Source: an optimization exercise on an open RTL-to-GDS flow (aim: small area and a short achievable clock period). Production flows keep margins and buffers that such runs may drop.
Only simulation tests tie the RTL to the original design; equivalence was not proved.
Power figures rest on the tool's default switching activity, not on a simulated workload.

## job 101
==> flow/design.v <==
`default_nettype none
package router_port_pkg;
  typedef logic [4-1:0] port_id_t;
  typedef logic [16-1:0] port_mask_t;
  typedef struct packed {
    logic data;
    logic valid_n;
    logic frame_n;
  } out_lane_t;
endpackage
`default_nettype wire
`default_nettype none
package router_ctrl_pkg;
  typedef enum logic [2:0] {idle, addr, pad, request, connected} slice_state_t;
  typedef struct packed {
    logic active;
    logic [4-1:0] dest;
  } slice_req_t;
  typedef struct packed {
    logic valid;
    logic [4-1:0] src;
  } owner_t;
endpackage
`default_nettype wire
`default_nettype none
module router (
  input  logic        clock,
  input  logic        reset,
  input  logic [15:0] frame_n,
  input  logic [15:0] valid_n,
  input  logic [15:0] din,
  output logic [15:0] busy_n,
  output logic [15:0] dout,
  output logic [15:0] valido_n,
  output logic [15:0] frameo_n
);
  localparam logic [2:0] S_IDLE = 3'b000, S_PAD = 3'b100, S_REQ = 3'b110,
                         S_CONN = 3'b101;
  logic [2:0]  st   [16];
  logic [3:0]  dest [16];
  logic [15:0] owns;             
  logic [15:0] wait_g;           
  logic [15:0] l_d, l_v, l_f;    
  logic [3:0]  last [16];        
  logic [15:0] won;
  logic [15:0] granted;          
  logic [15:0] req  [16];        
  logic [15:0] own;              
  logic [15:0] hold [16];        
  always_comb begin
    for (int o = 0; o < 16; o++) begin
      for (int i = 0; i < 16; i++) begin
        req[o][i] = wait_g[i] && (dest[i] == 4'(o));
        hold[o][i] = owns[i] && (dest[i] == 4'(o));
      end
    end
  end
  always_comb begin
    for (int o = 0; o < 16; o++) own[o] = |hold[o];
  end
  logic [3:0]  win_idx [16];
  logic [15:0] win_any;
  logic [15:0] gnt [16];
  for (genvar o = 0; o < 16; o++) begin : g_arb
    logic [31:0]       x;
    logic [15:0]       a1, i1;
    logic [7:0]        a2;
    logic [15:0]       i2;
    logic [3:0]        a3;
    logic [11:0]       i3;
    logic [1:0]        a4;
    logic [7:0]        i4;
    always_comb begin
      x = {req[o], req[o] & (16'hfffe << last[o])};
      for (int k = 0; k < 16; k++) begin
        a1[k] = x[2*k] | x[2*k+1];
        i1[k] = !x[2*k];
      end
      for (int k = 0; k < 8; k++) begin
        a2[k] = a1[2*k] | a1[2*k+1];
        i2[2*k +: 2] = a1[2*k] ? {1'b0, i1[2*k]} : {1'b1, i1[2*k+1]};
      end
      for (int k = 0; k < 4; k++) begin
        a3[k] = a2[2*k] | a2[2*k+1];
        i3[3*k +: 3] = a2[2*k] ? {1'b0, i2[4*k +: 2]} : {1'b1, i2[4*k+2 +: 2]};
      end
      for (int k = 0; k < 2; k++) begin
        a4[k] = a3[2*k] | a3[2*k+1];
        i4[4*k +: 4] = a3[2*k] ? {1'b0, i3[6*k +: 3]} : {1'b1, i3[6*k+3 +: 3]};
      end
      win_idx[o] = a4[0] ? i4[3:0] : i4[7:4];
      win_any[o] = a4[1] & !own[o];
      for (int j = 0; j < 16; j++) gnt[o][j] = win_any[o] && (win_idx[o] == 4'(j));
    end
  end
  logic [15:0] gcol [16];
  always_comb begin
    for (int i = 0; i < 16; i++) begin
      for (int o = 0; o < 16; o++) gcol[i][o] = gnt[o][i];
      won[i] = |gcol[i];
    end
  end
  logic [2:0] st_d [16];
  always_comb begin
    for (int i = 0; i < 16; i++) begin
      case (st[i])
        S_IDLE:  st_d[i] = frame_n[i] ? S_IDLE : 3'b001;
        S_REQ:   st_d[i] = granted[i] ? S_CONN : S_REQ;
        S_CONN:  st_d[i] = frame_n[i] ? S_IDLE : S_CONN;
        S_PAD:   st_d[i] = S_REQ;
        default: st_d[i] = st[i] + 3'd1;
      endcase
      if (!reset) st_d[i] = S_IDLE;
    end
  end
  always_ff @(posedge clock) begin
    for (int i = 0; i < 16; i++) begin
      st[i] <= st_d[i];
      wait_g[i] <= st_d[i][2] & st_d[i][1];
      owns[i] <= reset & (won[i] | granted[i] | (st[i] == S_CONN));
      granted[i] <= reset & won[i];
      if (!st[i][2] && (st[i] != S_IDLE || !frame_n[i]))
        dest[i] <= {din[i], dest[i][3:1]};
      l_d[i] <= din[i];
      l_v[i] <= !valid_n[i] & (st[i] == S_CONN);
      l_f[i] <= !frame_n[i] & (st[i] == S_CONN);
    end
  end
  always_ff @(posedge clock) begin
    for (int o = 0; o < 16; o++) begin
      if (!reset) last[o] <= 4'd15;
      else if (win_any[o]) last[o] <= win_idx[o];
      dout[o]     <= reset & |(hold[o] & l_d);
      valido_n[o] <= ~reset | ~|(hold[o] & l_v);
      frameo_n[o] <= ~reset | ~|(hold[o] & l_f);
    end
  end
  always_comb begin
    for (int i = 0; i < 16; i++) busy_n[i] = !wait_g[i];
  end
endmodule
`default_nettype wire
Settings: LEC_CHECK=0, ABC_AREA=1, CAP_MARGIN=20, CELL_PAD_IN_SITES_DETAIL_PLACEMENT=2, CELL_PAD_IN_SITES_GLOBAL_PLACEMENT=4, CORE_MARGIN=2, CORE_UTILIZATION=30, CTS_BUF_LIST=sky130_fd_sc_hd__clkbuf_4 sky130_fd_sc_hd__clkbuf_8, PLACE_DENSITY=0.45, SLEW_MARGIN=20; clock period 11.5 ns.
standard.sh (not shown) runs the stock make flow with config.mk's settings and CLKGATE_MAP_FILE= SYNTH_SCRIPT=/design/flow/synth_recipe.tcl, a recipe that flattens the netlist after the stock synthesis.
==> flow/flow/run.sh <==
#!/bin/bash
# Own layout flow: the standard flow, with a different ABC mapping
# script for synthesis (same registers as the standard synthesis), then the
# standard layout steps with a setup margin for timing repair, cell resizing
# across footprints and plain buffers on the ports.
set -euo pipefail
here=$(pwd)
mkdir -p "$here/scripts_abc"
for f in "$FLOW_HOME"/scripts/*; do ln -sf "$f" "$here/scripts_abc/"; done
rm -f "$here/scripts_abc/abc_area.script" "$here/scripts_abc/abc_speed.script"
cp "$here/flow/abc.script" "$here/scripts_abc/abc_area.script"
cp "$here/flow/abc.script" "$here/scripts_abc/abc_speed.script"
MARGIN=$(cat "$here/flow/setup_margin")
bash standard.sh SCRIPTS_DIR="$here/scripts_abc" synth > "$here/synth_run.log" 2>&1
bash standard.sh SETUP_SLACK_MARGIN="$MARGIN" MATCH_CELL_FOOTPRINT=0 \
  BUFFER_PORTS_ARGS="-buffer_cell sky130_fd_sc_hd__buf_2" finish > "$here/layout_run.log" 2>&1
==> flow/flow/abc.script <==
strash
&get -n
&st
&dch -f
&nf -R 50 -p -F 8 -C 32
&put
topo
==> flow/flow/setup_margin <==
6.5
Here is what was changed in the inputs of job 102 compared with job 101.
--- a/flow/design.v
+++ b/flow/design.v
@@ -35,7 +35,7 @@
   output logic [15:0] frameo_n
 );
   localparam logic [2:0] S_IDLE = 3'b000, S_PAD = 3'b100, S_REQ = 3'b110,
-                         S_CONN = 3'b101;
+                         S_REQG = 3'b111, S_CONN = 3'b101;
   logic [2:0]  st   [16];
   logic [3:0]  dest [16];
   logic [15:0] owns;             
@@ -43,7 +43,6 @@
   logic [15:0] l_d, l_v, l_f;    
   logic [3:0]  last [16];        
   logic [15:0] won;
-  logic [15:0] granted;          
   logic [15:0] req  [16];        
   logic [15:0] own;              
   logic [15:0] hold [16];        
@@ -105,7 +104,8 @@
     for (int i = 0; i < 16; i++) begin
       case (st[i])
         S_IDLE:  st_d[i] = frame_n[i] ? S_IDLE : 3'b001;
-        S_REQ:   st_d[i] = granted[i] ? S_CONN : S_REQ;
+        S_REQ:   st_d[i] = won[i] ? S_REQG : S_REQ;
+        S_REQG:  st_d[i] = S_CONN;
         S_CONN:  st_d[i] = frame_n[i] ? S_IDLE : S_CONN;
         S_PAD:   st_d[i] = S_REQ;
         default: st_d[i] = st[i] + 3'd1;
@@ -117,8 +117,7 @@
     for (int i = 0; i < 16; i++) begin
       st[i] <= st_d[i];
       wait_g[i] <= st_d[i][2] & st_d[i][1];
-      owns[i] <= reset & (won[i] | granted[i] | (st[i] == S_CONN));
-      granted[i] <= reset & won[i];
+      owns[i] <= reset & (won[i] | (st[i] == S_REQG) | (st[i] == S_CONN));
       if (!st[i][2] && (st[i] != S_IDLE || !frame_n[i]))
         dest[i] <= {din[i], dest[i][3:1]};
       l_d[i] <= din[i];
Results
Job 102 ended with more count of buffers not belonging to the clock network in the layout than job 101. Higher hold slack goes to job 102 over job 101. Job 102 ends up with a cell count that is about 1.8% lower than in job 101. Summary: with job 101 as the reference, total combinational power in job 102 moved up by more than half. Clock insertion delay at the later pin of the skew report: higher on job 102. The run showing the smaller simple-gate share of the synthesized area is job 102. Lower synthesized area goes to job 102 over job 101. Job 102: fraction of power spent switching nets higher than job 101. Of job 101 and job 102, the run reporting the higher final worst-path setup slack was job 101. Delta (job 102 minus job 101): power per cell area up about 33%; final-layout clock buffer total now smaller; final total power rose 0.0017 W; share of total power in combinational logic saw an increase; placement-stage cell area has decreased.

## static timing again, ports no longer ideal
No port has a modelled driver above. Below, the same layouts with a new extraction and two added sets of constraints. Step 1, drivers: a clkbuf_16 drives clock and a buf_2 each remaining input, both assumed. Step 2 also shifts input and output timing later by t, the mid clock arrival at the registers, as if the neighbouring blocks saw the same clock. Three values: ideal, step 1, step 2; two values: the first two.
| run | t (ns) | setup WS [ns] | latest minus earliest clock arrival (ns) | pins driven straight from the clock port |
|---|---|---|---|---|
| job 101 | 0.812 | 6.444 / 6.444 / 6.423 | 0.037 / 0.037 | 1 |
| job 102 | 0.869 | 6.391 / 6.391 / 6.301 | 0.091 / 0.091 | 1 |
After both steps setup and hold are still met in every run listed. For job 102, which loses most, drivers alone change the setup slack by 0.000 ns; drivers and shift together by -0.090 ns.
